This is an optimization exercise on Yosys and OpenROAD, whose aim is small area, a short achievable clock period and few clock cycles per item, not a production implementation.
The RTL was checked by simulation tests, not by an equivalence proof against the original design.
No activity file was given, so power comes from the tool's default toggle rates.

## flow/design.v (module list and top-level ports; edited modules follow where they fit)
// module cuckoo_way_bank: 42 lines
// module cuckoo_hash_engine: 294 lines
module cuckoo_hash_engine
#(
    parameter int NUM_WAYS    = 3,
    parameter int TABLE_SIZE  = 50,
    parameter int KEY_WIDTH   = 27,
    parameter int VALUE_WIDTH = 32,
    parameter int MAX_KICKS   = 16
) (
    input  logic                                        clk,
    input  logic                                        rst,
    input  logic                                        req_valid,
    output logic                                        req_ready,
    input  logic [1:0]                                  req_op,
    input  logic [KEY_WIDTH-1:0]                        req_key,
    input  logic [VALUE_WIDTH-1:0]                      req_value,
    output logic                                        rsp_valid,
    output logic [1:0]                                  rsp_status,
    output logic [VALUE_WIDTH-1:0]                      rsp_value,
    output logic [KEY_WIDTH-1:0]                        rsp_key,
    output logic [$clog2(NUM_WAYS*TABLE_SIZE+1)-1:0]    occupancy,
    output logic                                        collision
);
  // ...
==> flow/flow/run.sh <==
#!/bin/bash
# Layout flow: the standard ORFS flow (standard.sh: unchanged synthesis, floorplan,
# placement, routing), with two settings passed through the environment:
#  - the timing repair is asked to leave a setup margin, so that it works on the paths
#    that set the achieved period instead of stopping once the 30 ns clock is met;
#  - clock tree synthesis builds larger sink clusters and inserts no dummy loads, which
#    takes fewer clock buffers for the same balanced (zero-target-skew) tree.
# The make output goes to flow_standard.log here; each ORFS step keeps its own log
# under orfs/logs/.
set -uo pipefail
export SETUP_SLACK_MARGIN=22.4
export CTS_ARGS="-sink_clustering_enable -repair_clock_nets -dont_use_dummy_load -sink_clustering_size 24 -sink_clustering_max_diameter 100 -sink_buffer_max_cap_derate 0.05"
bash standard.sh > flow_standard.log 2>&1
==> flow/standard.sh <==
#!/bin/bash
# synth_recipe.tcl (not shown) runs the flow's synth.tcl, then flattens the netlist and writes it again
# the make line also repeats each setting of config.mk as NAME=value (left out here)
make -C /OpenROAD-flow-scripts/flow DESIGN_CONFIG=/design/flow/config.mk WORK_HOME=/design/flow/orfs CLKGATE_MAP_FILE= SYNTH_SCRIPT=/design/flow/synth_recipe.tcl "${@:-finish}"
==> flow/config.mk <==
export PLATFORM = sky130hd
export DESIGN_NAME = cuckoo_hash_engine
export DESIGN_NICKNAME = cuckoo_hash_engine
export VERILOG_FILES = /design/flow/design.v
export SDC_FILE = /design/flow/constraint.sdc
export NUM_CORES = 8
export LEC_CHECK = 0
export CAP_MARGIN = 20
export CORE_MARGIN = 2
export CORE_UTILIZATION = 35
export PLACE_DENSITY = 0.5
export SLEW_MARGIN = 20
==> flow/constraint.sdc <==
create_clock -name core_clock -period 30.0 [get_ports {clk}]
set_input_delay 6.0000 -clock core_clock [delete_from_list [all_inputs] [get_ports {clk}]]
set_output_delay 6.0000 -clock core_clock [all_outputs]
set_load 0.01 [all_outputs]
==> impl_metrics.csv, run 1 <==
group,metric,value,unit
status,status,"timing/DRC/antenna clean",
drt,drt_iter0_markers,44212,
clock_tree,cts_buffer_depth,4,
sta,rsz0062_at_grt,"yes",
drt,firstDrtPassIters,14,
sta,whs,0.397,ns
worst_setup_path,max_stage_delay,0.93,ns
finish,regMostFlops,"g_way.u_bank.val_q",
drt,drt_drc_violations_left,0,
sta,relSlewSlack,11.3,%
finish,finish.utilization,38.5,%
pwr,comb_power,6.53,mW
clock_tree,htree_levels,5,
yosys,synth-simple-area-share,5.92,%
sta,fin_skew,0.182,ns
finish,seq_cell_count,8761,
finish,antenna_cells,185,
floorplanning,n_tap_cell,12670,
finish,num-multi-input-gates,10404,
drt,vias,230207,
worst_setup_path,critical_path_required,30.64,ns
pwr,power_frac_seq,52.6,%
placed_design,dp_cells,32822,
grt,grt_pass1_vias,207919,
floorplanning,die_w,985,um
worst_setup_path,r2r_start,"cur_sel_q[1][29]",
pwr,maxPowerGroup,"sequential cells",
worst_setup_path,path_max_fanout,72,
pwr,clk-power,6.30,mW
worst_setup_path,cp.depth,17,
finish,nClkBuffers,416,
worst_setup_path,cp.arrival,8.45,ns
sta,setup_slack,22.19,ns
yosys,syn-mean-instance-area,16.3,um^2
drt,wirelength,1570000,um
drt,highest_layer,"met5",
finish,layout_commonest_cell,"edfxtp_1",
yosys,ys_seq_elements,8761,
yosys,muxShareOfSynthArea,1.15,%
pwr,internal-power,17.7,mW
floorplanning,placeableCoreArea,959000,um^2
placed_design,dpl_cell_area,356000,um^2
finish,seq_area_share,70.1,%
finish,multi_input_area,73800,um^2
Testbench counts, summed over its fixed seeds: cycles 25,984, ops 24,000.
==> module cuckoo_way_bank, before the edit <==
module cuckoo_way_bank
#(
    parameter int TABLE_SIZE  = 50,
    parameter int TAG_WIDTH   = 22,
    parameter int VALUE_WIDTH = 32
) (
    input  logic                   clk,
    input  logic                   rst,
    input  logic [TABLE_SIZE-1:0]  sel,
    output logic                   rd_valid,
    output logic [TAG_WIDTH-1:0]   rd_tag,
    output logic [VALUE_WIDTH-1:0] rd_value,
    input  logic                   wr_en,
    input  logic [TAG_WIDTH-1:0]   wr_tag,
    input  logic [VALUE_WIDTH-1:0] wr_value,
    input  logic                   clr_en
);
    logic [TABLE_SIZE-1:0]  valid_q;
    logic [TAG_WIDTH-1:0]   tag_q [TABLE_SIZE];
    logic [VALUE_WIDTH-1:0] val_q [TABLE_SIZE];
    for (genvar i = 0; i < TABLE_SIZE; i++) begin : g_slot
        always_ff @(posedge clk) begin
            if (!rst) valid_q[i] <= 1'b0;
            else if (wr_en && sel[i]) valid_q[i] <= 1'b1;
            else if (clr_en && sel[i]) valid_q[i] <= 1'b0;
            if (wr_en && sel[i]) begin
                tag_q[i] <= wr_tag;
                val_q[i] <= wr_value;
            end
        end
    end
    always_comb begin
        rd_valid = 1'b0;
        rd_tag   = '0;
        rd_value = '0;
        for (int i = 0; i < TABLE_SIZE; i++) begin
            rd_valid = rd_valid | (sel[i] & valid_q[i]);
            rd_tag   = rd_tag   | ({TAG_WIDTH{sel[i]}} & tag_q[i]);
            rd_value = rd_value | ({VALUE_WIDTH{sel[i]}} & val_q[i]);
        end
    end
endmodule
==> module cuckoo_hash_engine, before the edit <==
module cuckoo_hash_engine
#(
    parameter int NUM_WAYS    = 3,
    parameter int TABLE_SIZE  = 50,
    parameter int KEY_WIDTH   = 27,
    parameter int VALUE_WIDTH = 32,
    parameter int MAX_KICKS   = 16
) (
    input  logic                                        clk,
    input  logic                                        rst,
    input  logic                                        req_valid,
    output logic                                        req_ready,
    input  logic [1:0]                                  req_op,
    input  logic [KEY_WIDTH-1:0]                        req_key,
    input  logic [VALUE_WIDTH-1:0]                      req_value,
    output logic                                        rsp_valid,
    output logic [1:0]                                  rsp_status,
    output logic [VALUE_WIDTH-1:0]                      rsp_value,
    output logic [KEY_WIDTH-1:0]                        rsp_key,
    output logic [$clog2(NUM_WAYS*TABLE_SIZE+1)-1:0]    occupancy,
    output logic                                        collision
);
    localparam int RW     = 11;      
    localparam int KICK_W = $clog2(MAX_KICKS + 1);
    localparam int OCC_W  = $clog2(NUM_WAYS*TABLE_SIZE + 1);
    localparam int KW     = KEY_WIDTH;
    localparam int VW     = VALUE_WIDTH;
    localparam int HW     = KW - 5;
    localparam int TS     = TABLE_SIZE;
    localparam logic [1:0] OP_LOOKUP = 2'd0, OP_INSERT = 2'd1, OP_DELETE = 2'd2;
    localparam logic [1:0] ST_OK = 2'd0, ST_NOT_FOUND = 2'd1, ST_FULL = 2'd2, ST_BAD_OP = 2'd3;
    localparam logic [1:0] K_PROBE = 2'd0, K_HASH = 2'd1, K_FULL = 2'd2;
    logic              rdy_q;
    logic              a_v_q;
    logic [1:0]        a_op_q;
    logic [KW-1:0]     a_key_q;
    logic [VW-1:0]     a_val_q;
    logic              t_v_q;
    logic [1:0]        t_op_q;
    logic [KW-1:0]     t_key_q;
    logic [VW-1:0]     t_val_q;
    logic [RW-1:0]     t_idx_q [3];
    logic [RW-1:0]     cur_idx_q [3];
    logic [TS-1:0]     cur_sel_q [3];
    logic              kick_q;
    logic [1:0]        kph_q;
    logic              kw2_q;     
    logic [KICK_W-1:0] kcnt_q;    
    logic [HW-1:0]     ch_q;      
    logic [RW-1:0]     cr_q;      
    logic [VW-1:0]     cv_q;      
    logic [KW-1:0]     kkey_q;    
    logic              rsp_v_q;
    logic [1:0]        rsp_st_q;
    logic [KW-1:0]     rsp_key_q;
    logic [VW-1:0]     rsp_val_q;
    logic [OCC_W-1:0]  occ_q, occ_o_q;    
    logic              coll_q, coll_o_q;
    logic              rd_v [3];
    logic [HW-1:0]     rd_h [3];
    logic [VW-1:0]     rd_d [3];
    logic [2:0]        wr_en, clr_en;
    logic [HW-1:0]     wr_h [3];
    logic [VW-1:0]     wr_val [3];
    for (genvar w = 0; w < 3; w++) begin : g_way
        cuckoo_way_bank #(
            .TABLE_SIZE(TS), .TAG_WIDTH(HW), .VALUE_WIDTH(VW)
        ) u_bank (
            .clk(clk), .rst(rst), .sel(cur_sel_q[w]),
            .rd_valid(rd_v[w]), .rd_tag(rd_h[w]), .rd_value(rd_d[w]),
            .wr_en(wr_en[w]), .wr_tag(wr_h[w]), .wr_value(wr_val[w]), .clr_en(clr_en[w])
        );
    end
    logic [RW-1:0] a_idx [3];
    assign a_idx[0] = cuckoo_pkg::idx0(a_key_q);
    assign a_idx[1] = cuckoo_pkg::f45(a_idx[0]);
    assign a_idx[2] = cuckoo_pkg::idx2(a_key_q);
    logic [RW-1:0] kh_idx, kh_idx1;
    logic [4:0]    full_lo;
    assign kh_idx  = cuckoo_pkg::move_idx(kw2_q, ch_q, cr_q);
    assign kh_idx1 = cuckoo_pkg::f45(kh_idx);
    assign full_lo = cuckoo_pkg::key_lo(ch_q, cr_q);
    logic          hit, free;
    logic [2:0]    hit_v, free_v;
    logic [VW-1:0] hit_d;
    always_comb begin
        for (int w = 0; w < 3; w++) hit_v[w] = rd_v[w] && (rd_h[w] == t_key_q[KW-1:5]);
        hit       = |hit_v;
        free      = !rd_v[0] || !rd_v[1] || !rd_v[2];
        free_v[0] = !rd_v[0];
        free_v[1] = rd_v[0] && !rd_v[1];
        free_v[2] = rd_v[0] && rd_v[1] && !rd_v[2];
        hit_d     = ({VW{hit_v[0]}} & rd_d[0]) | ({VW{hit_v[1]}} & rd_d[1]) | ({VW{hit_v[2]}} & rd_d[2]);
    end
    logic              t_free;
    logic              a_v_d, t_v_d, kick_d, rdy_d;
    logic [1:0]        kph_d;
    logic              kw2_d;
    logic [KICK_W-1:0] kcnt_d;
    logic [HW-1:0]     ch_d;
    logic [RW-1:0]     cr_d;
    logic [VW-1:0]     cv_d;
    logic              rsp_v_d;
    logic [1:0]        rsp_st_d;
    logic [KW-1:0]     rsp_key_d;
    logic [VW-1:0]     rsp_val_d;
    logic [OCC_W-1:0]  occ_d;
    logic              coll_d;
    logic [RW-1:0]     cur_idx_d [3];
    logic              wr1_from0;    
    assign t_free = !kick_q || !t_v_q;
    logic [OCC_W-1:0] occ_up, occ_dn;
    assign occ_up = occ_q + 1'b1;
    assign occ_dn = occ_q - 1'b1;
    always_comb begin
        kick_d    = kick_q;
        kph_d     = kph_q;
        kw2_d     = kw2_q;
        kcnt_d    = kcnt_q;
        ch_d      = ch_q;
        cr_d      = cr_q;
        cv_d      = cv_q;
        rsp_v_d   = 1'b0;
        rsp_st_d  = ST_OK;
        rsp_key_d = t_key_q;
        rsp_val_d = '0;
        occ_d     = occ_q;
        coll_d    = coll_q;
        wr_en     = '0;
        clr_en    = '0;
        for (int w = 0; w < 3; w++) cur_idx_d[w] = t_free ? a_idx[w] : t_idx_q[w];
        if (kick_q) begin
            rsp_key_d = kkey_q;
            case (kph_q)
                K_HASH: begin
                    kph_d = K_PROBE;
                    if (kw2_q) cur_idx_d[2] = kh_idx;
                    else begin
                        cur_idx_d[0] = kh_idx;
                        cur_idx_d[1] = kh_idx1;
                    end
                end
                K_FULL: begin
                    kick_d    = 1'b0;
                    rsp_v_d   = 1'b1;
                    rsp_st_d  = ST_FULL;
                    rsp_key_d = {ch_q, full_lo};
                    rsp_val_d = cv_q;
                    coll_d    = 1'b1;
                end
                default: begin
                    if (kw2_q) begin
                        wr_en[2] = 1'b1;
                        if (!rd_v[2]) begin
                            occ_d   = occ_up;
                            kick_d  = 1'b0;
                            rsp_v_d = 1'b1;
                        end else begin
                            ch_d   = rd_h[2];
                            cv_d   = rd_d[2];
                            cr_d   = cur_idx_q[2];
                            kw2_d  = 1'b0;
                            kcnt_d = kcnt_q + 1'b1;
                            kph_d  = K_HASH;
                        end
                    end else begin
                        wr_en[0] = 1'b1;
                        if (!rd_v[0]) begin
                            occ_d   = occ_up;
                            kick_d  = 1'b0;
                            rsp_v_d = 1'b1;
                        end else if (!rd_v[1]) begin
                            wr_en[1] = 1'b1;
                            occ_d    = occ_up;
                            kick_d   = 1'b0;
                            rsp_v_d  = 1'b1;
                        end else if (kcnt_q == KICK_W'(MAX_KICKS - 1)) begin
                            ch_d  = rd_h[0];
                            cv_d  = rd_d[0];
                            cr_d  = cur_idx_q[0];
                            kph_d = K_FULL;
                        end else begin
                            wr_en[1] = 1'b1;
                            ch_d     = rd_h[1];
                            cv_d     = rd_d[1];
                            cr_d     = cur_idx_q[0];    
                            kw2_d    = 1'b1;
                            kcnt_d   = kcnt_q + 2'd2;
                            kph_d    = K_HASH;
                        end
                    end
                end
            endcase
        end else if (t_v_q) begin
            rsp_v_d = 1'b1;
            case (t_op_q)
                OP_LOOKUP: begin
                    rsp_val_d = hit_d;
                    if (!hit) rsp_st_d = ST_NOT_FOUND;
                end
                OP_DELETE: begin
                    clr_en = hit_v;
                    if (hit) occ_d = occ_dn;
                    else rsp_st_d = ST_NOT_FOUND;
                end
                OP_INSERT: begin
                    if (hit) wr_en = hit_v;
                    else if (free) begin
                        wr_en = free_v;
                        occ_d = occ_up;
                    end else begin
                        wr_en    = 3'b011;
                        ch_d     = rd_h[1];
                        cv_d     = rd_d[1];
                        cr_d     = cur_idx_q[0];
                        kw2_d    = 1'b1;
                        kcnt_d   = KICK_W'(2);
                        kick_d   = 1'b1;
                        kph_d    = K_HASH;
                        rsp_v_d  = 1'b0;
                    end
                end
                default: rsp_st_d = ST_BAD_OP;
            endcase
        end
        a_v_d = rdy_q ? req_valid : a_v_q;
        t_v_d = t_free ? a_v_q : t_v_q;
        rdy_d = !(a_v_d && t_v_d && kick_d);
    end
    assign wr1_from0 = kick_q || !(hit || free);
    always_comb begin
        wr_h[0]   = kick_q ? ch_q : t_key_q[KW-1:5];
        wr_val[0] = kick_q ? cv_q : t_val_q;
        wr_h[1]   = wr1_from0 ? rd_h[0] : t_key_q[KW-1:5];
        wr_val[1] = wr1_from0 ? rd_d[0] : t_val_q;
        wr_h[2]   = kick_q ? ch_q : t_key_q[KW-1:5];
        wr_val[2] = kick_q ? cv_q : t_val_q;
    end
    always_ff @(posedge clk) begin
        if (!rst) begin
            rdy_q   <= 1'b1;
            a_v_q   <= 1'b0;
            t_v_q   <= 1'b0;
            kick_q  <= 1'b0;
            rsp_v_q <= 1'b0;
            occ_q   <= '0;
            coll_q  <= 1'b0;
        end else begin
            rdy_q   <= rdy_d;
            a_v_q   <= a_v_d;
            t_v_q   <= t_v_d;
            kick_q  <= kick_d;
            rsp_v_q <= rsp_v_d;
            occ_q   <= occ_d;
            coll_q  <= coll_d;
        end
    end
    always_ff @(posedge clk) begin
        if (rdy_q) begin
            a_op_q  <= req_op;
            a_key_q <= req_key;
            a_val_q <= req_value;
        end
        if (t_free) begin
            t_op_q  <= a_op_q;
            t_key_q <= a_key_q;
            t_val_q <= a_val_q;
            for (int w = 0; w < 3; w++) t_idx_q[w] <= a_idx[w];
        end
        for (int w = 0; w < 3; w++) begin
            cur_idx_q[w] <= cur_idx_d[w];
            cur_sel_q[w] <= cuckoo_pkg::r50_onehot(cur_idx_d[w]);
        end
        if (!kick_q) kkey_q <= t_key_q;
        occ_o_q   <= occ_d;     
        coll_o_q  <= coll_d;
        kph_q     <= kph_d;
        kw2_q     <= kw2_d;
        kcnt_q    <= kcnt_d;
        ch_q      <= ch_d;
        cr_q      <= cr_d;
        cv_q      <= cv_d;
        rsp_st_q  <= rsp_st_d;
        rsp_key_q <= rsp_key_d;
        rsp_val_q <= rsp_val_d;
    end
    assign req_ready  = rdy_q;
    assign rsp_valid  = rsp_v_q;
    assign rsp_status = rsp_st_q;
    assign rsp_value  = rsp_val_q;
    assign rsp_key    = rsp_key_q;
    assign occupancy  = occ_o_q;
    assign collision  = coll_o_q;
endmodule
==> run 2: changes to the inputs <==
--- a/flow/design.v
+++ b/flow/design.v
@@ -461,11 +461,14 @@
     input  logic                   rst,
     input  logic [TABLE_SIZE-1:0]  sel,
+    input  logic [TABLE_SIZE-1:0]  vsel,
     output logic                   rd_valid,
     output logic [TAG_WIDTH-1:0]   rd_tag,
     output logic [VALUE_WIDTH-1:0] rd_value,
-    input  logic                   wr_en,
+    input  logic                   tag_we,
+    input  logic                   val_we,
+    input  logic                   v_set,
+    input  logic                   v_clr,
     input  logic [TAG_WIDTH-1:0]   wr_tag,
-    input  logic [VALUE_WIDTH-1:0] wr_value,
-    input  logic                   clr_en
+    input  logic [VALUE_WIDTH-1:0] wr_value
 );
     logic [TABLE_SIZE-1:0]  valid_q;
@@ -475,10 +478,8 @@
         always_ff @(posedge clk) begin
             if (!rst) valid_q[i] <= 1'b0;
-            else if (wr_en && sel[i]) valid_q[i] <= 1'b1;
-            else if (clr_en && sel[i]) valid_q[i] <= 1'b0;
-            if (wr_en && sel[i]) begin
-                tag_q[i] <= wr_tag;
-                val_q[i] <= wr_value;
-            end
+            else if (v_set && sel[i]) valid_q[i] <= 1'b1;
+            else if (v_clr && sel[i]) valid_q[i] <= 1'b0;
+            if (tag_we && sel[i]) tag_q[i] <= wr_tag;
+            if (val_we && sel[i]) val_q[i] <= wr_value;
         end
     end
@@ -490,5 +491,5 @@
             rd_valid = rd_valid | (sel[i] & valid_q[i]);
             rd_tag   = rd_tag   | ({TAG_WIDTH{sel[i]}} & tag_q[i]);
-            rd_value = rd_value | ({VALUE_WIDTH{sel[i]}} & val_q[i]);
+            rd_value = rd_value | ({VALUE_WIDTH{vsel[i]}} & val_q[i]);
         end
     end
@@ -546,4 +547,9 @@
     logic [VW-1:0]     cv_q;      
     logic [KW-1:0]     kkey_q;    
+    logic [VW-1:0]     kval_q;    
+    logic [RW-1:0]     p_idx_q [2];   
+    logic [HW-1:0]     r0h_q;     
+    logic [VW-1:0]     r0v_q;
+    logic              fk_q;      
     logic              rsp_v_q;
     logic [1:0]        rsp_st_q;
@@ -555,5 +561,5 @@
     logic [HW-1:0]     rd_h [3];
     logic [VW-1:0]     rd_d [3];
-    logic [2:0]        wr_en, clr_en;
+    logic [2:0]        tag_we, val_we, v_set, v_clr;
     logic [HW-1:0]     wr_h [3];
     logic [VW-1:0]     wr_val [3];
@@ -562,7 +568,8 @@
             .TABLE_SIZE(TS), .TAG_WIDTH(HW), .VALUE_WIDTH(VW)
         ) u_bank (
-            .clk(clk), .rst(rst), .sel(cur_sel_q[w]),
+            .clk(clk), .rst(rst), .sel(cur_sel_q[w]), .vsel(cuckoo_pkg::r50_onehot(cur_idx_q[w])),
             .rd_valid(rd_v[w]), .rd_tag(rd_h[w]), .rd_value(rd_d[w]),
-            .wr_en(wr_en[w]), .wr_tag(wr_h[w]), .wr_value(wr_val[w]), .clr_en(clr_en[w])
+            .tag_we(tag_we[w]), .val_we(val_we[w]), .v_set(v_set[w]), .v_clr(v_clr[w]),
+            .wr_tag(wr_h[w]), .wr_value(wr_val[w])
         );
     end
@@ -577,5 +584,5 @@
     assign full_lo = cuckoo_pkg::key_lo(ch_q, cr_q);
     logic          hit, free;
-    logic [2:0]    hit_v, free_v;
+    logic [2:0]    hit_v, free_v, vld_m;
     logic [VW-1:0] hit_d;
     always_comb begin
@@ -586,7 +593,8 @@
         free_v[1] = rd_v[0] && !rd_v[1];
         free_v[2] = rd_v[0] && rd_v[1] && !rd_v[2];
+        vld_m    = {rd_v[2], rd_v[1], rd_v[0]};
         hit_d     = ({VW{hit_v[0]}} & rd_d[0]) | ({VW{hit_v[1]}} & rd_d[1]) | ({VW{hit_v[2]}} & rd_d[2]);
     end
-    logic              t_free;
+    logic              t_free, a_free;
     logic              a_v_d, t_v_d, kick_d, rdy_d;
     logic [1:0]        kph_d;
@@ -603,6 +611,7 @@
     logic              coll_d;
     logic [RW-1:0]     cur_idx_d [3];
-    logic              wr1_from0;    
+    logic              fk_d;
     assign t_free = !kick_q || !t_v_q;
+    assign a_free = !(a_v_q && t_v_q && kick_q);
     logic [OCC_W-1:0] occ_up, occ_dn;
     assign occ_up = occ_q + 1'b1;
@@ -616,4 +625,5 @@
         cr_d      = cr_q;
         cv_d      = cv_q;
+        fk_d      = fk_q;
         rsp_v_d   = 1'b0;
         rsp_st_d  = ST_OK;
@@ -622,6 +632,8 @@
         occ_d     = occ_q;
         coll_d    = coll_q;
-        wr_en     = '0;
-        clr_en    = '0;
+        tag_we    = '0;
+        val_we    = '0;
+        v_set     = '0;
+        v_clr     = '0;
         for (int w = 0; w < 3; w++) cur_idx_d[w] = t_free ? a_idx[w] : t_idx_q[w];
         if (kick_q) begin
@@ -630,6 +642,11 @@
                 K_HASH: begin
                     kph_d = K_PROBE;
-                    if (kw2_q) cur_idx_d[2] = kh_idx;
-                    else begin
+                    if (kw2_q) begin
+                        cur_idx_d[2] = kh_idx;
+                        if (fk_q) begin
+                            cur_idx_d[0] = p_idx_q[0];
+                            cur_idx_d[1] = p_idx_q[1];
+                        end
+                    end else begin
                         cur_idx_d[0] = kh_idx;
                         cur_idx_d[1] = kh_idx1;
@@ -646,5 +663,8 @@
                 default: begin
                     if (kw2_q) begin
-                        wr_en[2] = 1'b1;
+                        tag_we = {1'b1, fk_q, fk_q};
+                        val_we = {1'b1, fk_q, fk_q};
+                        v_set  = 3'b100;
+                        fk_d   = 1'b0;
                         if (!rd_v[2]) begin
                             occ_d   = occ_up;
@@ -660,14 +680,16 @@
                         end
                     end else begin
-                        wr_en[0] = 1'b1;
-                        if (!rd_v[0]) begin
+                        tag_we[0] = 1'b1;
+                        val_we[0] = 1'b1;
+                        v_set[0]  = 1'b1;
+                        if (rd_v[0] && !(rd_v[1] && kcnt_q == KICK_W'(MAX_KICKS - 1))) begin
+                            tag_we[1] = 1'b1;
+                            val_we[1] = 1'b1;
+                            v_set[1]  = 1'b1;
+                        end
+                        if (!rd_v[0] || !rd_v[1]) begin
                             occ_d   = occ_up;
                             kick_d  = 1'b0;
                             rsp_v_d = 1'b1;
-                        end else if (!rd_v[1]) begin
-                            wr_en[1] = 1'b1;
-                            occ_d    = occ_up;
-                            kick_d   = 1'b0;
-                            rsp_v_d  = 1'b1;
                         end else if (kcnt_q == KICK_W'(MAX_KICKS - 1)) begin
                             ch_d  = rd_h[0];
@@ -676,57 +698,57 @@
                             kph_d = K_FULL;
                         end else begin
-                            wr_en[1] = 1'b1;
-                            ch_d     = rd_h[1];
-                            cv_d     = rd_d[1];
-                            cr_d     = cur_idx_q[0];    
-                            kw2_d    = 1'b1;
-                            kcnt_d   = kcnt_q + 2'd2;
-                            kph_d    = K_HASH;
+                            ch_d   = rd_h[1];
+                            cv_d   = rd_d[1];
+                            cr_d   = cur_idx_q[0];    
+                            kw2_d  = 1'b1;
+                            kcnt_d = kcnt_q + 2'd2;
+                            kph_d  = K_HASH;
                         end
                     end
                 end
             endcase
-        end else if (t_v_q) begin
-            rsp_v_d = 1'b1;
-            case (t_op_q)
-                OP_LOOKUP: begin
-                    rsp_val_d = hit_d;
-                    if (!hit) rsp_st_d = ST_NOT_FOUND;
-                end
-                OP_DELETE: begin
-                    clr_en = hit_v;
-                    if (hit) occ_d = occ_dn;
-                    else rsp_st_d = ST_NOT_FOUND;
-                end
-                OP_INSERT: begin
-                    if (hit) wr_en = hit_v;
-                    else if (free) begin
-                        wr_en = free_v;
-                        occ_d = occ_up;
-                    end else begin
-                        wr_en    = 3'b011;
-                        ch_d     = rd_h[1];
-                        cv_d     = rd_d[1];
-                        cr_d     = cur_idx_q[0];
-                        kw2_d    = 1'b1;
-                        kcnt_d   = KICK_W'(2);
-                        kick_d   = 1'b1;
-                        kph_d    = K_HASH;
-                        rsp_v_d  = 1'b0;
+        end else begin
+            ch_d   = rd_h[1];
+            cv_d   = rd_d[1];
+            cr_d   = cur_idx_q[0];
+            kw2_d  = 1'b1;
+            kcnt_d = KICK_W'(2);
+            fk_d   = 1'b1;
+            kph_d  = K_HASH;
+            if (t_v_q) begin
+                rsp_v_d = 1'b1;
+                case (t_op_q)
+                    OP_LOOKUP: begin
+                        rsp_val_d = hit_d;
+                        if (!hit) rsp_st_d = ST_NOT_FOUND;
                     end
-                end
-                default: rsp_st_d = ST_BAD_OP;
-            endcase
+                    OP_DELETE: begin
+                        v_clr = hit_v;
+                        if (hit) occ_d = occ_dn;
+                        else rsp_st_d = ST_NOT_FOUND;
+                    end
+                    OP_INSERT: begin
+                        tag_we = ~vld_m;
+                        val_we = ~vld_m | hit_v;
+                        if (!hit) v_set = free_v;
+                        if (!hit && free) occ_d = occ_up;
+                        if (!hit && !free) begin
+                            kick_d  = 1'b1;
+                            rsp_v_d = 1'b0;
+                        end
+                    end
+                    default: rsp_st_d = ST_BAD_OP;
+                endcase
+            end
         end
-        a_v_d = rdy_q ? req_valid : a_v_q;
+        a_v_d = a_free ? req_valid : a_v_q;
         t_v_d = t_free ? a_v_q : t_v_q;
         rdy_d = !(a_v_d && t_v_d && kick_d);
     end
-    assign wr1_from0 = kick_q || !(hit || free);
     always_comb begin
-        wr_h[0]   = kick_q ? ch_q : t_key_q[KW-1:5];
-        wr_val[0] = kick_q ? cv_q : t_val_q;
-        wr_h[1]   = wr1_from0 ? rd_h[0] : t_key_q[KW-1:5];
-        wr_val[1] = wr1_from0 ? rd_d[0] : t_val_q;
+        wr_h[0]   = kick_q ? (fk_q ? kkey_q[KW-1:5] : ch_q) : t_key_q[KW-1:5];
+        wr_val[0] = kick_q ? (fk_q ? kval_q : cv_q) : t_val_q;
+        wr_h[1]   = kick_q ? (fk_q ? r0h_q : rd_h[0]) : t_key_q[KW-1:5];
+        wr_val[1] = kick_q ? (fk_q ? r0v_q : rd_d[0]) : t_val_q;
         wr_h[2]   = kick_q ? ch_q : t_key_q[KW-1:5];
         wr_val[2] = kick_q ? cv_q : t_val_q;
@@ -752,5 +774,5 @@
     end
     always_ff @(posedge clk) begin
-        if (rdy_q) begin
+        if (a_free) begin
             a_op_q  <= req_op;
             a_key_q <= req_key;
@@ -767,5 +789,13 @@
             cur_sel_q[w] <= cuckoo_pkg::r50_onehot(cur_idx_d[w]);
         end
-        if (!kick_q) kkey_q <= t_key_q;
+        if (!kick_q) begin
+            kkey_q   <= t_key_q;
+            kval_q   <= t_val_q;
+            p_idx_q[0] <= cur_idx_q[0];
+            p_idx_q[1] <= cur_idx_q[1];
+            r0h_q    <= rd_h[0];
+            r0v_q    <= rd_d[0];
+        end
+        fk_q      <= fk_d;
         occ_o_q   <= occ_d;     
         coll_o_q  <= coll_d;
--- a/flow/config.mk
+++ b/flow/config.mk
@@ -8,5 +8,5 @@
 export CAP_MARGIN = 20
 export CORE_MARGIN = 2
-export CORE_UTILIZATION = 35
-export PLACE_DENSITY = 0.5
+export CORE_UTILIZATION = 45
+export PLACE_DENSITY = 0.58
 export SLEW_MARGIN = 20
==> impl_metrics.csv, run 2 <==
group,metric,value,unit
status,status,"timing/DRC/antenna clean",
drt,via_per_inst,7.35,
clock_tree,clk_latency,1.18,ns
finish,layout.nets,21733,
pwr,powerDensity,79.0,nW/um^2
min_path,hold_class,"flip-flop to flip-flop",
pwr,power_frac_seq,48.3,%
yosys,netlist.area_leader.share,73.4,%
floorplanning,die_h,879,um
worst_setup_path,worstSetupPathType,"flip-flop to output port",
finish,largest_reg_flops,4800,
pwr,combPwrFrac,30.4,%
yosys,synth_cell_type_count,113,
finish,regMostFlops,"g_way.u_bank.val_q",
sta,fmax,127,MHz
worst_setup_path,cp.arrival,1.87,ns
drt,wirelength,1480000,um
yosys,syn-cell-area,345000,um^2
worst_setup_path,path_max_fanout,2,
yosys,ys_seq_elements,8881,
worst_setup_path,crit_path_end,"rsp_status[1]",
clock_tree,clkTransAtPathRegs,0.10,ns
worst_setup_path,timing.critical_path.from,"rsp_st_q[1]",
clock_tree,cts_buffer_depth,4,
clock_tree,clkSinkCount,8881,
clock_tree,clockRootBuffer,"clkbuf_16",
yosys,synthArstFlopShare,0,%
flow_run,cap_violations,0,
pwr,clkPwrFrac,21.3,%
clock_tree,hold_buffers,0,
drt,post_drt_wl_per_cell,46.3,um
grt,grt_max_degree,101,
grt,grt_pass1_wl,1940000,um
worst_setup_path,crit_buf_inv,1,
clock_tree,numCtsBuffers,422,
sta,hold_viol,0,
finish,layout_common_cells,"8,422 x edfxtp_1, 2,925 x a22oi_1, 1,008 x buf_4",
finish,final_cells,31929,
sta,finalSetupTns,0,ns
floorplanning,dieArea,773000,um^2
pwr,p_leak,115,nW
yosys,synth_warnings,23,
yosys,postSynthNetCount,21732,
sta,min_period_over_period,26.2,%
floorplanning,placeableCoreArea,764000,um^2
yosys,synth-main-ff-cell,"edfxtp_1",
sta,slew_violations,0,
grt,globalRouteOverflowTotal,0,
sta,tightestPinTransition,1.35,ns
clock_tree,htree_levels,5,
yosys,syn-mean-instance-area,15.9,um^2
finish,syn2layout_area_growth,9.12,%
sta,period_needed,7.87,ns
yosys,synth-seq-area-share,76.1,%
pwr,ir_worst_vdd,0.000128,V
worst_setup_path,worstRegToRegCells,20,
sta,fin_skew,0.172,ns
worst_setup_path,worstPathCellList,"buf_6",
drt,drt_drc_violations_left,0,
drt,drt_iter0_markers,47596,
drt,antenna_left,0,
grt,grt_pass1_vias,212370,
placed_design,io_buffers,135,
drt,vias,234617,
pwr,power_switching,10.8,mW
floorplanning,io_pins,136,
floorplanning,core.rowCount,321,
floorplanning,die_w,879,um
worst_setup_path,critical_path_required,24.00,ns
finish,fillCellCount,63514,
yosys,synthTopCellsByCount,"8,422 x edfxtp_1, 2,929 x a22oi_1, 1,306 x clkbuf_1, 844 x nand4_1, 801 x a221oi_1",
finish,drive_gt1_share,12.6,%
clock_tree,cts_tree,"done",
placed_design,dp_cells,31310,
worst_setup_path,r2r_slack,22.24,ns
pwr,internal-power,18.9,mW
finish,reg_top3,"g_way.u_bank.val_q: 4800 flops, g_way.u_bank.tag_q: 3300 flops",
yosys,ys_top_cells_by_area,"edfxtp_1 73%, a22oi_1 6.4%, dfxtp_1 2.7%, a221oi_1 2.0%, a22o_1 1.9%",
worst_setup_path,cp-end-kind,"output port",
finish,layout_commonest_cell,"edfxtp_1",
yosys,yosysMostFrequentCell,"edfxtp_1",
yosys,synth_edf_count,8422,
grt,antenna_found_initial,85,
worst_setup_path,max_stage_delay,0.56,ns
yosys,yosysTopAreaCell,"edfxtp_1",
worst_setup_path,r2r_end,"occ_q[3]",
placed_design,dp_hpwl,823000,um
worst_setup_path,cp.depth,1,
worst_setup_path,r2r_start,"cur_sel_q[1][19]",
floorplanning,floorplan.initialDensity,45.1,%
placed_design,gp_congestion,0.923,
sta,relSlewSlack,9.48,%
yosys,syn_inst,21657,
grt,grt.total_usage,36.8,%
sta,finalSetupViolations,0,
pwr,switching_share,36.4,%
drt,firstDrtPassIters,11,
worst_setup_path,cp_top_family,"flip-flops",
worst_setup_path,critPathSlowestCell,"dfxtp_4",
sta,rsz0062_at_grt,"yes",
worst_setup_path,start_kind,"flip-flop",
## run 2: worst reg2reg max path, delay by kind of cell, from the launching register on
family          cells  cell delay, ns
compound gates      5            1.62
xor+xnor            1            0.39
simple gates       11            4.36
flops               1            0.32
buf+inv             3            1.04
## run 2: kinds of logic after synthesis
group | Yosys count | synth area share, %
DFF | 8881 | 76.1
xor gates and xnor gates | 115 | 0.292
AOI/OAI and AO/OA | 6340 | 14.0
adders and majority gates | 12 | 0.0428
buffers and inverters | 1795 | 2.03
and+or+nand+nor | 4185 | 6.58
muxes | 329 | 1.01
## run 2: power groups by stage
stage                     clock network, mW  registers (mW)  logic (mW)
final                                  6.32            14.4        9.03
after global routing                   6.65            14.4        9.16
after CTS                              6.28            14.3        8.33
after detailed placement                  0            14.6        8.13
after global placement                    0            14.6        8.14
after floorplan                           0            14.2        4.55
## run 2: layout make-up
type | count | area [um^2] | area share, %
Antenna cell | 99 | 248 | 0.0659
Clock buffer | 422 | 10600 | 2.81
Inverter | 160 | 632 | 0.168
Multi-Input combinational cell | 10982 | 79300 | 21.1
Sequential cell | 8881 | 262000 | 69.8
Tap cell | 10174 | 12700 | 3.39
Timing Repair Buffer | 1211 | 10100 | 2.70
## run 2: layer usage
metal / up-vias / global-route usage (%) / part of all wire, %
met5: - / 0 / 0.012
met1: 121626 / 51.0 / 36
li1: 88720 / - / -
met3: 3763 / 8.85 / 14
met2: 20476 / 53.8 / 42
met4: 32 / 20.5 / 7.2
## run 2: worst min path at each step
stage / from / depth (start not counted) / to
floorplan: a_op_q[0] / 0 / t_op_q[0]
global placement: a_val_q[3] / 0 / t_val_q[3]
detailed placement: a_op_q[0] / 0 / t_op_q[0]
CTS: a_val_q[23] / 0 / t_val_q[23]
global route: a_val_q[23] / 0 / t_val_q[23]
finish: a_val_q[23] / 0 / t_val_q[23]
## run 2: what timing repair did
action | CTS | global route
setup buffers | 42 | 37
endpoints found under the setup margin | 257 | 252
gates cloned | 0 | 4
resized for setup | 542 | 126
pin swaps | 21 | 29
## run 2: per-stage QoR
stage          power [mW]  hold slack (ns)  util, %  instance area [um^2]  setup slack [ns]
2_1_floorplan        18.7            0.400        -                345000             22.80
4_1_cts              28.9            0.399     49.0                374000             22.12
3_3_place_gp         22.7            0.409     47.5                363000             19.80
3_5_place_dp         22.7            0.411     47.5                363000             20.12
5_1_grt              30.2            0.403     49.2                376000             22.14
6_report             29.7            0.403     49.2                376000             22.13
Testbench counts of run 2, summed over its fixed seeds: cycles 25,984, ops 24,000.
==> run 3: changes to the inputs <==
--- a/flow/config.mk
+++ b/flow/config.mk
@@ -8,5 +8,5 @@
 export CAP_MARGIN = 20
 export CORE_MARGIN = 2
-export CORE_UTILIZATION = 45
-export PLACE_DENSITY = 0.58
+export CORE_UTILIZATION = 35
+export PLACE_DENSITY = 0.5
 export SLEW_MARGIN = 20
==> impl_metrics.csv, run 3 <==
group,metric,value,unit
worst_setup_path,crit_buf_inv,1,
clock_tree,clk_latency,1.16,ns
sta,period_needed,7.77,ns
clock_tree,cts_tree,"done",
floorplanning,core.rowCount,364,
drt,post_drt_wl_per_cell,44.9,um
worst_setup_path,cp.depth,1,
finish,largest_reg_flops,4800,
worst_setup_path,worstSetupPathType,"flip-flop to output port",
drt,firstDrtPassIters,14,
clock_tree,cts_buffer_depth,4,
finish,regMostFlops,"g_way.u_bank.val_q",
pwr,p_leak,115,nW
drt,via_per_inst,6.75,
finish,layout_common_cells,"8,422 x edfxtp_1, 2,923 x a22oi_1, 960 x buf_4",
yosys,yosysTopAreaCell,"edfxtp_1",
yosys,synth-seq-area-share,76.1,%
finish,drive_gt1_share,12.5,%
pwr,ir_worst_vdd,0.000131,V
sta,hold_viol,0,
worst_setup_path,critPathSlowestCell,"dfxtp_4",
sta,min_period_over_period,25.9,%
finish,fillCellCount,90288,
yosys,ys_top_cells_by_area,"edfxtp_1 73%, a22oi_1 6.4%, dfxtp_1 2.7%, a221oi_1 2.0%, a22o_1 1.9%",
sta,relSlewSlack,12.2,%
sta,rsz0062_at_grt,"yes",
floorplanning,die_h,996,um
min_path,hold_start,"a_val_q[30]",
floorplanning,io_pins,136,
worst_setup_path,timing.critical_path.from,"occ_o_q[7]",
worst_setup_path,r2r_start,"cur_sel_q[2][10]",
placed_design,dp_hpwl,876000,um
yosys,synth-main-ff-cell,"edfxtp_1",
floorplanning,floorplan.initialDensity,35.1,%
finish,syn2layout_area_growth,10.3,%
yosys,synth_warnings,23,
worst_setup_path,critical_path_required,24.00,ns
drt,vias,234268,
sta,finalSetupViolations,0,
worst_setup_path,worstRegToRegCells,17,
sta,finalSetupTns,0,ns
drt,antenna_left,0,
status,status,"timing/DRC/antenna clean",
floorplanning,dieArea,992000,um^2
placed_design,gp_congestion,0.925,
yosys,synth_edf_count,8422,
clock_tree,numCtsBuffers,421,
clock_tree,htree_levels,5,
flow_run,cap_violations,0,
floorplanning,die_w,996,um
yosys,synthTopCellsByCount,"8,422 x edfxtp_1, 2,929 x a22oi_1, 1,306 x clkbuf_1, 844 x nand4_1, 801 x a221oi_1",
min_path,hold_class,"flip-flop to flip-flop",
worst_setup_path,start_kind,"flip-flop",
clock_tree,clkTransAtPathRegs,0.11,ns
drt,drt_iter0_markers,45292,
grt,globalRouteOverflowTotal,0,
yosys,synth_cell_type_count,113,
grt,antenna_found_initial,99,
yosys,syn_inst,21657,
placed_design,io_buffers,135,
yosys,netlist.area_leader.share,73.4,%
min_path,whs_path_depth,0,
finish,layout.nets,21703,
grt,grt_pass1_vias,212706,
sta,fin_skew,0.209,ns
clock_tree,clkSinkCount,8881,
clock_tree,clockRootBuffer,"clkbuf_16",
sta,fmax,129,MHz
worst_setup_path,path_max_fanout,1,
grt,grt_max_degree,129,
drt,wirelength,1560000,um
yosys,syn-mean-instance-area,15.9,um^2
worst_setup_path,cp_top_family,"flip-flops",
yosys,syn-cell-area,345000,um^2
floorplanning,placeableCoreArea,982000,um^2
yosys,postSynthNetCount,21732,
pwr,powerDensity,78.8,nW/um^2
grt,grt.total_usage,30.0,%
sta,slew_violations,0,
worst_setup_path,worstPathCellList,"buf_8",
worst_setup_path,max_stage_delay,0.51,ns
finish,reg_top3,"g_way.u_bank.val_q: 4800 flops, g_way.u_bank.tag_q: 3300 flops",
yosys,synthArstFlopShare,0,%
worst_setup_path,cp.arrival,1.77,ns
sta,tightestPinTransition,1.32,ns
worst_setup_path,cp-end-kind,"output port",
yosys,ys_seq_elements,8881,
grt,grt_pass1_wl,2030000,um
sta,whs,0.396,ns
finish,layout_commonest_cell,"edfxtp_1",
yosys,yosysMostFrequentCell,"edfxtp_1",
drt,drt_drc_violations_left,0,
run 3: changes by cell type in the layout (fill, tap and decap cells not counted), sizes merged:
| cell | before | now |
|---|---|---|
| buf | 1143 | 1110 |
| bufbuf | 0 | 2 |
| clkbuf | 428 | 426 |
| clkdlybuf4s15 | 0 | 2 |
| clkinv | 11 | 9 |
| clkinvlp | 3 | 4 |
| diode | 99 | 89 |
| inv | 146 | 147 |
| or3 | 24 | 25 |
run 3: layer usage:
layer,routed length (um),part of all wire [%],track usage [%]
met1,618000,40,42.9
met2,687000,44,45.9
met3,179000,12,5.45
met4,74200,4.8,11.1
met5,92,0.0059,0
run 3: power breakdown:
group	internal [mW]	leakage [nW]	switching [mW]
clock	2.50	5.19	3.92
sequential	13.8	79.8	0.484
combinational	2.54	30.5	6.68
total	18.9	115	11.1
run 3: repair_timing:
action	CTS	global route
resized for setup	520	157
hold buffers	0	0
setup endpoints to repair	265	212
pin swaps	18	27
hold endpoints to repair	0	0
gates cloned	4	4
buffers inserted	25	40
run 3: final timing paths:
path                                  end  slack [ns]
max                          occupancy[7]       22.23
min                           t_val_q[30]        0.40
max reg2reg  g_way[2].u_bank.val_q[8][22]       22.31
min reg2reg                   t_val_q[30]        0.40
run 3: area by class of cell:
class | count | area [um^2] | area share, %
diodes | 89 | 223 | 0.0586
clock buffers | 421 | 10500 | 2.77
inverters | 160 | 647 | 0.170
multi-input cells | 10983 | 79500 | 20.9
flip-flops and latches | 8881 | 262000 | 69.1
well taps | 12993 | 16300 | 4.28
repair buffers | 1181 | 10400 | 2.74
run 3: kinds of logic after synthesis:
group           count (synthesis)  share of synthesized area, %
mux                           329                          1.01
compound gates               6340                          14.0
fa+ha+maj                      12                        0.0428
xor+xnor                      115                         0.292
simple gates                 4185                          6.58
flops                        8881                          76.1
buf+inv                      1795                          2.03
run 3: stage by stage:
stage / cells / util (%) / setup WS, ns / power, mW / area, um^2
after global placement: 34085 / 37.3 / 19.88 / 23.0 / 366000
after floorplan: 21657 / - / 22.80 / 18.7 / 345000
after global routing: 34669 / 38.7 / 22.17 / 30.5 / 380000
after detailed placement: 34102 / 37.3 / 20.05 / 23.0 / 367000
after CTS: 34552 / 38.5 / 22.10 / 29.3 / 378000
final: 34708 / 38.7 / 22.23 / 30.0 / 380000
==> run 4: changes to the inputs <==
--- a/flow/design.v
+++ b/flow/design.v
@@ -528,8 +528,8 @@
     localparam logic [1:0] K_PROBE = 2'd0, K_HASH = 2'd1, K_FULL = 2'd2;
     logic              rdy_q;
-    logic              a_v_q;
-    logic [1:0]        a_op_q;
-    logic [KW-1:0]     a_key_q;
-    logic [VW-1:0]     a_val_q;
+    logic              a_v_q, a1_v_q;     
+    logic [1:0]        a_op_q, a1_op_q;
+    logic [KW-1:0]     a_key_q, a1_key_q;
+    logic [VW-1:0]     a_val_q, a1_val_q;
     logic              t_v_q;
     logic [1:0]        t_op_q;
@@ -549,6 +549,4 @@
     logic [VW-1:0]     kval_q;    
     logic [RW-1:0]     p_idx_q [2];   
-    logic [HW-1:0]     r0h_q;     
-    logic [VW-1:0]     r0v_q;
     logic              fk_q;      
     logic              rsp_v_q;
@@ -556,6 +554,13 @@
     logic [KW-1:0]     rsp_key_q;
     logic [VW-1:0]     rsp_val_q;
-    logic [OCC_W-1:0]  occ_q, occ_o_q;    
-    logic              coll_q, coll_o_q;
+    logic [OCC_W-1:0]  occ_q;             
+    logic              occ_inc_q, occ_dec_q;    
+    logic              coll_q;
+    logic              o_v_q;
+    logic [1:0]        o_st_q;
+    logic [KW-1:0]     o_key_q;
+    logic [VW-1:0]     o_val_q;
+    logic [OCC_W-1:0]  o_occ_q;
+    logic              o_coll_q;
     logic              rd_v [3];
     logic [HW-1:0]     rd_h [3];
@@ -596,5 +601,5 @@
         hit_d     = ({VW{hit_v[0]}} & rd_d[0]) | ({VW{hit_v[1]}} & rd_d[1]) | ({VW{hit_v[2]}} & rd_d[2]);
     end
-    logic              t_free, a_free;
+    logic              t_free, a_mv, a1_v_d;
     logic              a_v_d, t_v_d, kick_d, rdy_d;
     logic [1:0]        kph_d;
@@ -608,13 +613,12 @@
     logic [KW-1:0]     rsp_key_d;
     logic [VW-1:0]     rsp_val_d;
-    logic [OCC_W-1:0]  occ_d;
+    logic              occ_inc, occ_dec;
     logic              coll_d;
     logic [RW-1:0]     cur_idx_d [3];
     logic              fk_d;
     assign t_free = !kick_q || !t_v_q;
-    assign a_free = !(a_v_q && t_v_q && kick_q);
-    logic [OCC_W-1:0] occ_up, occ_dn;
-    assign occ_up = occ_q + 1'b1;
-    assign occ_dn = occ_q - 1'b1;
+    assign a_mv   = a_v_q && t_free;     
+    logic [OCC_W-1:0] occ_now;
+    assign occ_now = occ_q + {{(OCC_W-1){occ_dec_q}}, occ_inc_q | occ_dec_q};
     always_comb begin
         kick_d    = kick_q;
@@ -630,5 +634,6 @@
         rsp_key_d = t_key_q;
         rsp_val_d = '0;
-        occ_d     = occ_q;
+        occ_inc   = 1'b0;
+        occ_dec   = 1'b0;
         coll_d    = coll_q;
         tag_we    = '0;
@@ -668,5 +673,5 @@
                         fk_d   = 1'b0;
                         if (!rd_v[2]) begin
-                            occ_d   = occ_up;
+                            occ_inc = 1'b1;
                             kick_d  = 1'b0;
                             rsp_v_d = 1'b1;
@@ -689,5 +694,5 @@
                         end
                         if (!rd_v[0] || !rd_v[1]) begin
-                            occ_d   = occ_up;
+                            occ_inc = 1'b1;
                             kick_d  = 1'b0;
                             rsp_v_d = 1'b1;
@@ -725,5 +730,5 @@
                     OP_DELETE: begin
                         v_clr = hit_v;
-                        if (hit) occ_d = occ_dn;
+                        if (hit) occ_dec = 1'b1;
                         else rsp_st_d = ST_NOT_FOUND;
                     end
@@ -732,5 +737,5 @@
                         val_we = ~vld_m | hit_v;
                         if (!hit) v_set = free_v;
-                        if (!hit && free) occ_d = occ_up;
+                        if (!hit && free) occ_inc = 1'b1;
                         if (!hit && !free) begin
                             kick_d  = 1'b1;
@@ -742,13 +747,14 @@
             end
         end
-        a_v_d = a_free ? req_valid : a_v_q;
-        t_v_d = t_free ? a_v_q : t_v_q;
-        rdy_d = !(a_v_d && t_v_d && kick_d);
+        a_v_d  = a_mv ? (a1_v_q || (rdy_q && req_valid)) : (a_v_q || (rdy_q && req_valid));
+        a1_v_d = a_mv ? (a1_v_q && rdy_q && req_valid) : (a1_v_q || (a_v_q && rdy_q && req_valid));
+        t_v_d  = t_free ? a_v_q : t_v_q;
+        rdy_d  = !a1_v_d;
     end
     always_comb begin
         wr_h[0]   = kick_q ? (fk_q ? kkey_q[KW-1:5] : ch_q) : t_key_q[KW-1:5];
         wr_val[0] = kick_q ? (fk_q ? kval_q : cv_q) : t_val_q;
-        wr_h[1]   = kick_q ? (fk_q ? r0h_q : rd_h[0]) : t_key_q[KW-1:5];
-        wr_val[1] = kick_q ? (fk_q ? r0v_q : rd_d[0]) : t_val_q;
+        wr_h[1]   = kick_q ? rd_h[0] : t_key_q[KW-1:5];
+        wr_val[1] = kick_q ? rd_d[0] : t_val_q;
         wr_h[2]   = kick_q ? ch_q : t_key_q[KW-1:5];
         wr_val[2] = kick_q ? cv_q : t_val_q;
@@ -758,24 +764,37 @@
             rdy_q   <= 1'b1;
             a_v_q   <= 1'b0;
+            a1_v_q  <= 1'b0;
+            o_v_q   <= 1'b0;
             t_v_q   <= 1'b0;
             kick_q  <= 1'b0;
             rsp_v_q <= 1'b0;
             occ_q   <= '0;
+            occ_inc_q <= 1'b0;
+            occ_dec_q <= 1'b0;
             coll_q  <= 1'b0;
         end else begin
             rdy_q   <= rdy_d;
             a_v_q   <= a_v_d;
+            a1_v_q  <= a1_v_d;
+            o_v_q   <= rsp_v_q;
             t_v_q   <= t_v_d;
             kick_q  <= kick_d;
             rsp_v_q <= rsp_v_d;
-            occ_q   <= occ_d;
+            occ_q   <= occ_now;
+            occ_inc_q <= occ_inc;
+            occ_dec_q <= occ_dec;
             coll_q  <= coll_d;
         end
     end
     always_ff @(posedge clk) begin
-        if (a_free) begin
-            a_op_q  <= req_op;
-            a_key_q <= req_key;
-            a_val_q <= req_value;
+        if (a_mv || !a_v_q) begin
+            a_op_q  <= (a_mv && a1_v_q) ? a1_op_q  : req_op;
+            a_key_q <= (a_mv && a1_v_q) ? a1_key_q : req_key;
+            a_val_q <= (a_mv && a1_v_q) ? a1_val_q : req_value;
+        end
+        if (a_mv || !a1_v_q) begin
+            a1_op_q  <= req_op;
+            a1_key_q <= req_key;
+            a1_val_q <= req_value;
         end
         if (t_free) begin
@@ -794,10 +813,11 @@
             p_idx_q[0] <= cur_idx_q[0];
             p_idx_q[1] <= cur_idx_q[1];
-            r0h_q    <= rd_h[0];
-            r0v_q    <= rd_d[0];
         end
         fk_q      <= fk_d;
-        occ_o_q   <= occ_d;     
-        coll_o_q  <= coll_d;
+        o_st_q    <= rsp_st_q;
+        o_key_q   <= rsp_key_q;
+        o_val_q   <= rsp_val_q;
+        o_occ_q   <= occ_now;
+        o_coll_q  <= coll_q;
         kph_q     <= kph_d;
         kw2_q     <= kw2_d;
@@ -811,9 +831,9 @@
     end
     assign req_ready  = rdy_q;
-    assign rsp_valid  = rsp_v_q;
-    assign rsp_status = rsp_st_q;
-    assign rsp_value  = rsp_val_q;
-    assign rsp_key    = rsp_key_q;
-    assign occupancy  = occ_o_q;
-    assign collision  = coll_o_q;
+    assign rsp_valid  = o_v_q;
+    assign rsp_status = o_st_q;
+    assign rsp_value  = o_val_q;
+    assign rsp_key    = o_key_q;
+    assign occupancy  = o_occ_q;
+    assign collision  = o_coll_q;
 endmodule
--- a/flow/config.mk
+++ b/flow/config.mk
@@ -8,5 +8,5 @@
 export CAP_MARGIN = 20
 export CORE_MARGIN = 2
-export CORE_UTILIZATION = 35
-export PLACE_DENSITY = 0.5
+export CORE_UTILIZATION = 45
+export PLACE_DENSITY = 0.58
 export SLEW_MARGIN = 20
==> impl_metrics.csv, run 4 <==
group,metric,value,unit
yosys,synth-main-ff-cell,"edfxtp_1",
min_path,hold_class,"flip-flop to flip-flop",
floorplanning,core.rowCount,322,
yosys,netlist.area_leader.share,73.1,%
status,status,"timing/DRC/antenna clean",
grt,antenna_found_initial,99,
yosys,synth-seq-area-share,76.2,%
sta,finalSetupTns,0,ns
grt,grt_max_degree,109,
yosys,synth_edf_count,8429,
clock_tree,clockRootBuffer,"clkbuf_16",
floorplanning,die_w,881,um
drt,wirelength,1500000,um
floorplanning,placeableCoreArea,767000,um^2
drt,drt_iter0_markers,49728,
grt,grt_pass1_wl,1950000,um
drt,vias,237118,
yosys,synthTopCellsByCount,"8,429 x edfxtp_1, 2,876 x a22oi_1, 1,274 x clkbuf_1, 868 x nor2_1, 821 x nand4_1",
worst_setup_path,crit_buf_inv,1,
clock_tree,clkSinkCount,8953,
finish,layout_common_cells,"8,429 x edfxtp_1, 2,873 x a22oi_1, 945 x buf_4",
clock_tree,cts_tree,"done",
drt,antenna_left,0,
worst_setup_path,path_max_fanout,1,
yosys,yosysTopAreaCell,"edfxtp_1",
sta,finalSetupViolations,0,
yosys,synthArstFlopShare,0,%
floorplanning,io_pins,136,
finish,drive_gt1_share,13.1,%
drt,via_per_inst,7.42,
worst_setup_path,worstRegToRegCells,17,
sta,hold_viol,0,
min_path,min_to,"o_val_q[27]",
worst_setup_path,cp.depth,1,
worst_setup_path,cp.arrival,1.75,ns
pwr,power_switching,11.6,mW
worst_setup_path,r2r_slack,22.30,ns
sta,tightestPinTransition,1.29,ns
clock_tree,numCtsBuffers,421,
yosys,syn-cell-area,346000,um^2
grt,grt_pass1_vias,212293,
sta,fin_skew,0.191,ns
worst_setup_path,critical_path_required,24.00,ns
sta,fmax,129,MHz
clock_tree,cts_buffer_depth,4,
grt,grt.total_usage,36.9,%
yosys,ys_top_cells_by_area,"edfxtp_1 73%, a22oi_1 6.2%, dfxtp_1 3.0%, a221oi_1 2.0%, a22o_1 2.0%",
drt,firstDrtPassIters,12,
placed_design,io_buffers,135,
worst_setup_path,cp_top_family,"flip-flops",
sta,relSlewSlack,14.3,%
worst_setup_path,cp-end-kind,"output port",
finish,layout_commonest_cell,"edfxtp_1",
yosys,postSynthNetCount,21764,
worst_setup_path,max_stage_delay,0.44,ns
floorplanning,floorplan.initialDensity,45.1,%
sta,slew_violations,0,
finish,syn2layout_area_growth,9.08,%
yosys,yosysMostFrequentCell,"edfxtp_1",
clock_tree,hold_buffers,0,
worst_setup_path,r2r_start,"cur_sel_q[0][44]",
worst_setup_path,worstSetupPathType,"flip-flop to output port",
finish,layout.nets,21762,
clock_tree,htree_levels,5,
worst_setup_path,start_kind,"flip-flop",
pwr,power_frac_seq,45.7,%
clock_tree,clk_latency,1.15,ns
pwr,switching_share,37.1,%
yosys,syn_inst,21687,
drt,post_drt_wl_per_cell,46.8,um
pwr,powerDensity,82.7,nW/um^2
pwr,clkPwrFrac,20.3,%
placed_design,gp_congestion,0.906,
yosys,synth_cell_type_count,124,
clock_tree,clkTransAtPathRegs,0.10,ns
grt,globalRouteOverflowTotal,0,
sta,rsz0062_at_grt,"yes",
sta,min_period_over_period,25.8,%
pwr,finalPower,31.2,mW
sta,period_needed,7.75,ns
floorplanning,die_h,881,um
pwr,combPwrFrac,33.9,%
worst_setup_path,critPathSlowestCell,"dfxtp_4",
worst_setup_path,r2r_end,"rsp_val_q[31]",
finish,largest_reg_flops,4800,
yosys,ys_seq_elements,8953,
finish,regMostFlops,"g_way.u_bank.val_q",
pwr,internal-power,19.6,mW
placed_design,dpl_cell_area,363000,um^2
worst_setup_path,worstPathCellList,"buf_6",
pwr,p_leak,116,nW
placed_design,dp_hpwl,824000,um
min_path,whs_path_depth,0,
drt,drt_drc_violations_left,0,
flow_run,cap_violations,0,
finish,reg_top3,"g_way.u_bank.val_q: 4800 flops, g_way.u_bank.tag_q: 3300 flops",
yosys,syn-mean-instance-area,16.0,um^2
finish,design_area,378000,um^2
pwr,ir_worst_vdd,0.000149,V
floorplanning,dieArea,776000,um^2
yosys,synth_warnings,23,
min_path,hold_start,"rsp_val_q[27]",
-- run 4: cell count changes in the layout (fill, tap and decap cells not counted), sizes merged, moves of 73 or more --
| cell | change |
|---|---|
| nand2 | -110 |
| and2 | +126 |
| nor2 | +316 |
| mux2 | +116 |
| nor2b | -181 |
| o21ai | -73 |
-- run 4: layer usage --
layer	part of all wire [%]	vias up	track usage (%)
li1	-	88545	-
met1	35	122712	50.6
met2	43	21686	54.3
met3	15	4118	10.3
met4	6.6	57	18.8
met5	0.030	-	0
-- run 4: repair_timing --
item / 4_1_cts / 5_1_grt
endpoints found under the setup margin: 320 / 283
setup buffers: 41 / 53
hold endpoints to repair: 0 / 0
gates cloned: 4 / 12
resized for setup: 569 / 175
pin swaps: 27 / 45
-- run 4: worst max path at each step --
stage,startpoint,end,slack [ns]
floorplan,rst,g_way[2].u_bank.valid_q[27],23.17
global placement,kw2_q,cur_sel_q[1][39],19.03
detailed placement,kw2_q,cur_sel_q[1][39],19.05
CTS,o_occ_q[7],occupancy[7],22.21
global route,o_val_q[16],rsp_value[16],22.25
finish,o_val_q[16],rsp_value[16],22.25
-- run 4: stage by stage --
step	setup WS [ns]	hold WS (ns)	utilization, %	instances
floorplan	23.17	0.310	-	21687
global placement	19.03	0.313	47.3	31317
detailed placement	19.05	0.312	47.4	31323
CTS	22.21	0.267	48.9	31789
global route	22.25	0.268	49.2	31902
finish	22.25	0.263	49.2	31958
-- run 4: final cells by class --
type / count / area, um^2
Fill cell: 63905 / 390000
Sequential cell: 8953 / 264000
Multi-Input combinational cell: 10967 / 79100
Tap cell: 10206 / 12800
Clock buffer: 421 / 10500
Timing Repair Buffer: 1183 / 10500
Inverter: 159 / 641
Antenna cell: 69 / 173
-- run 4: cells by family (layout without fill, tap and decap cells) --
logic type	count (synthesis)	after routing	share of synthesized area, %
mux	396	396	1.22
flops	8953	8953	76.2
simple gates	4245	4247	6.53
compound gates	6190	6192	13.7
fa+ha+maj	13	13	0.0492
other cells	0	69	0
xor+xnor	119	119	0.308
buf+inv	1771	1763	2.04
-- run 4: power by group through the flow --
stage | clock network (mW) | logic (mW) | registers, mW
2_1_floorplan | 0 | 5.47 | 14.2
3_3_place_gp | 0 | 9.32 | 14.5
3_5_place_dp | 0 | 9.34 | 14.5
4_1_cts | 6.30 | 9.69 | 14.2
5_1_grt | 6.67 | 10.8 | 14.3
6_report | 6.35 | 10.6 | 14.3
Testbench counts of run 4, summed over its fixed seeds: cycles 25,992, ops 24,000.
==> run 5: changes to the inputs <==
--- a/flow/design.v
+++ b/flow/design.v
@@ -446,4 +446,23 @@
         endcase
     endfunction
+    function automatic logic [87:0] move_tab(input logic kw2, input logic [21:0] h);
+        move_tab = {ms_t3({kw2, h[21:18]}), ms_t2({kw2, h[17:12]}), ms_t1({kw2, h[11:6]}), ms_t0({kw2, h[5:0]}), mu_t3({kw2, h[21:18]}), mu_t2({kw2, h[17:12]}), mu_t1({kw2, h[11:6]}), mu_t0({kw2, h[5:0]})};
+    endfunction
+    function automatic logic [10:0] move_idx_t(input logic [87:0] t, input logic [10:0] e);
+        logic [10:0] u, s;
+        logic        u1, u3;
+        logic [49:0] uh;
+        u  = r50_add(r50_add(r50_add(t[10:0], t[21:11]), r50_add(t[32:22], t[43:33])), e);
+        s  = r50_add(r50_add(r50_add(t[54:44], t[65:55]), r50_add(t[76:66], t[87:77])), e);
+        uh = r50_onehot(u);
+        u1 = uh[2] | uh[3] | uh[6] | uh[7] | uh[10] | uh[11] | uh[14] | uh[15] | uh[18] | uh[19] | uh[22] | uh[23] | uh[26] | uh[27] | uh[30] | uh[31];
+        u3 = uh[8] | uh[9] | uh[10] | uh[11] | uh[12] | uh[13] | uh[14] | uh[15] | uh[24] | uh[25] | uh[26] | uh[27] | uh[28] | uh[29] | uh[30] | uh[31];
+        case ({u3, u1})
+            2'b00: move_idx_t = r50_add10(s);
+            2'b01: move_idx_t = r50_add6(s);
+            2'b10: move_idx_t = r50_add44(s);
+            2'b11: move_idx_t = r50_add40(s);
+        endcase
+    endfunction
     function automatic logic [4:0] key_lo(input logic [21:0] h, input logic [10:0] r0);
         logic [5:0] u;
@@ -585,5 +604,10 @@
     logic [RW-1:0] kh_idx, kh_idx1;
     logic [4:0]    full_lo;
-    assign kh_idx  = cuckoo_pkg::move_idx(kw2_q, ch_q, cr_q);
+    localparam int TABW = 88;
+    logic [TABW-1:0] ktab_q;
+    always_ff @(posedge clk)
+        ktab_q <= (kick_q && kw2_q) ? cuckoo_pkg::move_tab(1'b0, rd_h[2])
+                                    : cuckoo_pkg::move_tab(1'b1, rd_h[1]);
+    assign kh_idx  = cuckoo_pkg::move_idx_t(ktab_q, cr_q);
     assign kh_idx1 = cuckoo_pkg::f45(kh_idx);
     assign full_lo = cuckoo_pkg::key_lo(ch_q, cr_q);
==> impl_metrics.csv, run 5 <==
group,metric,value,unit
finish,largest_reg_flops,4800,
clock_tree,cts_tree,"done",
placed_design,gp_congestion,0.917,
finish,final_cells,31943,
clock_tree,clk_latency,1.20,ns
worst_setup_path,cp.depth,1,
yosys,syn_inst,21617,
sta,min_period_over_period,25.8,%
worst_setup_path,max_stage_delay,0.43,ns
drt,vias,234171,
pwr,finalPower,30.5,mW
sta,finalSetupTns,0,ns
placed_design,io_buffers,135,
finish,drive_gt1_share,11.9,%
worst_setup_path,r2r_slack,22.52,ns
finish,design_area,377000,um^2
sta,relSlewSlack,9.45,%
yosys,synthTopCellsByCount,"8,429 x edfxtp_1, 2,956 x a22oi_1, 1,255 x clkbuf_1, 819 x nor2_1, 796 x nand4_1",
min_path,hold_class,"flip-flop to flip-flop",
worst_setup_path,cp_top_family,"flip-flops",
yosys,syn-mean-instance-area,16.0,um^2
worst_setup_path,timing.critical_path.from,"rdy_q",
yosys,netlist.area_leader.share,73.1,%
floorplanning,die_w,881,um
finish,finish.utilization,49.1,%
grt,grt_pass1_vias,211027,
sta,setup_slack,22.26,ns
finish,regMostFlops,"g_way.u_bank.val_q",
clock_tree,cts_buffer_depth,4,
yosys,synth_cell_type_count,112,
pwr,powerDensity,81.0,nW/um^2
worst_setup_path,crit_buf_inv,1,
yosys,yosysTopAreaCell,"edfxtp_1",
clock_tree,clkSinkCount,9024,
sta,fin_skew,0.199,ns
worst_setup_path,start_kind,"flip-flop",
yosys,ys_top_cells_by_area,"edfxtp_1 73%, a22oi_1 6.4%, dfxtp_1 3.4%, a221oi_1 2.0%, a22o_1 1.9%",
yosys,postSynthNetCount,21694,
worst_setup_path,cp-end-kind,"output port",
clock_tree,clockRootBuffer,"clkbuf_16",
clock_tree,numCtsBuffers,426,
sta,finalSetupViolations,0,
yosys,ys_seq_elements,9024,
worst_setup_path,critical_path_required,24.00,ns
yosys,syn-cell-area,346000,um^2
yosys,synthArstFlopShare,0,%
drt,firstDrtPassIters,13,
sta,whs,0.259,ns
clock_tree,clkTransAtPathRegs,0.09,ns
pwr,p_leak,115,nW
drt,post_drt_wl_per_cell,45.4,um
grt,antenna_found_initial,91,
grt,globalRouteOverflowTotal,0,
sta,slew_violations,0,
worst_setup_path,cp.arrival,1.74,ns
sta,period_needed,7.74,ns
sta,hold_viol,0,
drt,drt_drc_violations_left,0,
finish,reg_top3,"g_way.u_bank.val_q: 4800 flops, g_way.u_bank.tag_q: 3300 flops",
worst_setup_path,critPathSlowestCell,"dfxtp_4",
drt,drt_iter0_markers,46888,
drt,antenna_left,0,
finish,fillCellCount,64100,
grt,grt_pass1_wl,1910000,um
placed_design,dp_hpwl,817000,um
floorplanning,dieArea,776000,um^2
worst_setup_path,r2r_start,"cur_sel_q[0][14]",
finish,layout_commonest_cell,"edfxtp_1",
floorplanning,io_pins,136,
placed_design,dp_cells,31339,
status,status,"timing/DRC/antenna clean",
floorplanning,core.rowCount,322,
grt,grt_max_degree,100,
drt,wirelength,1450000,um
worst_setup_path,path_max_fanout,3,
yosys,synth-seq-area-share,76.6,%
floorplanning,die_h,881,um
min_path,whs_path_depth,0,
grt,grt.total_usage,36.0,%
finish,syn2layout_area_growth,8.84,%
floorplanning,floorplan.initialDensity,45.1,%
yosys,yosysMostFrequentCell,"edfxtp_1",
placed_design,place_ws,21.93,ns
drt,via_per_inst,7.33,
yosys,synth_edf_count,8429,
finish,layout_common_cells,"8,429 x edfxtp_1, 2,955 x a22oi_1, 912 x buf_4",
yosys,synth_warnings,23,
yosys,synth-main-ff-cell,"edfxtp_1",
placed_design,dpl_cell_area,365000,um^2
min_path,hold_start,"rsp_key_q[0]",
worst_setup_path,worstRegToRegCells,17,
clock_tree,hold_buffers,0,
sta,tightestPinTransition,1.34,ns
clock_tree,htree_levels,5,
pwr,ir_worst_vdd,0.000154,V
worst_setup_path,worstSetupPathType,"flip-flop to output port",
sta,rsz0062_at_grt,"yes",
sta,fmax,129,MHz
finish,layout.nets,21667,
floorplanning,placeableCoreArea,767000,um^2
min_path,min_to,"o_key_q[0]",
worst_setup_path,r2r_end,"g_way[0].u_bank.val_q[28][8]",
flow_run,cap_violations,0,
worst_setup_path,worstPathCellList,"buf_6",
-- run 5: what timing repair did --
item,in CTS,in global routing
resized for setup,327,19
endpoints found under the setup margin,72,69
buffers inserted,0,3
endpoints found under the hold margin,0,0
-- run 5: report_power, final --
part / internal [mW] / switching, mW / total, mW
sequential: 14.0 / 0.491 / 14.5
combinational: 2.65 / 6.94 / 9.59
clock: 2.53 / 3.87 / 6.40
total: 19.2 / 11.3 / 30.5
-- run 5: kinds of logic after synthesis --
| kind of cell | count (synthesis) | share of synthesized area [%] |
|---|---|---|
| AOI/OAI and AO/OA | 6211 | 13.7 |
| xor gates and xnor gates | 119 | 0.301 |
| muxes | 369 | 1.15 |
| adders and majority gates | 13 | 0.0492 |
| buffers and inverters | 1716 | 1.91 |
| and+or+nand+nor | 4165 | 6.32 |
| DFF | 9024 | 76.6 |
-- run 5: layout make-up --
cell class | count | area, um^2 | share of cell area, %
multi-input cells | 10877 | 78000 | 20.7
inverters | 172 | 669 | 0.178
well taps | 10206 | 12800 | 3.39
flip-flops and latches | 9024 | 265000 | 70.4
repair buffers | 1089 | 8930 | 2.37
diodes | 149 | 373 | 0.0990
clock buffers | 426 | 10700 | 2.83
-- run 5: worst max path at each step --
stage | endpoint | slack, ns
6_report | req_ready | 22.26
5_1_grt | req_ready | 22.27
4_1_cts | req_ready | 22.22
3_5_place_dp | g_way[0].u_bank.valid_q[13] | 21.93
3_3_place_gp | g_way[0].u_bank.valid_q[35] | 21.93
2_1_floorplan | coll_q | 23.18
-- run 5: layer usage --
| layer | wire length (um) | vias up | share of wire, % | global-route usage, % |
|---|---|---|---|---|
| met5 | 310 | - | 0.021 | 0.0492 |
| met4 | 106000 | 38 | 7.3 | 19.8 |
| met3 | 210000 | 3981 | 14 | 8.74 |
| met2 | 619000 | 20616 | 43 | 53.0 |
| met1 | 516000 | 121200 | 36 | 49.5 |
| li1 | - | 88336 | - | - |
Testbench counts of run 5, summed over its fixed seeds: cycles 25,992, ops 24,000.

Re-timed with assumed drivers on the ports (clkbuf_16 on the clock, buf_2 on other inputs), run 5 has 22.112 ns of setup slack against 22.259 ns with ideal ports, and 21.854 ns once port delays also move by the mid clock arrival of 1.248 ns.
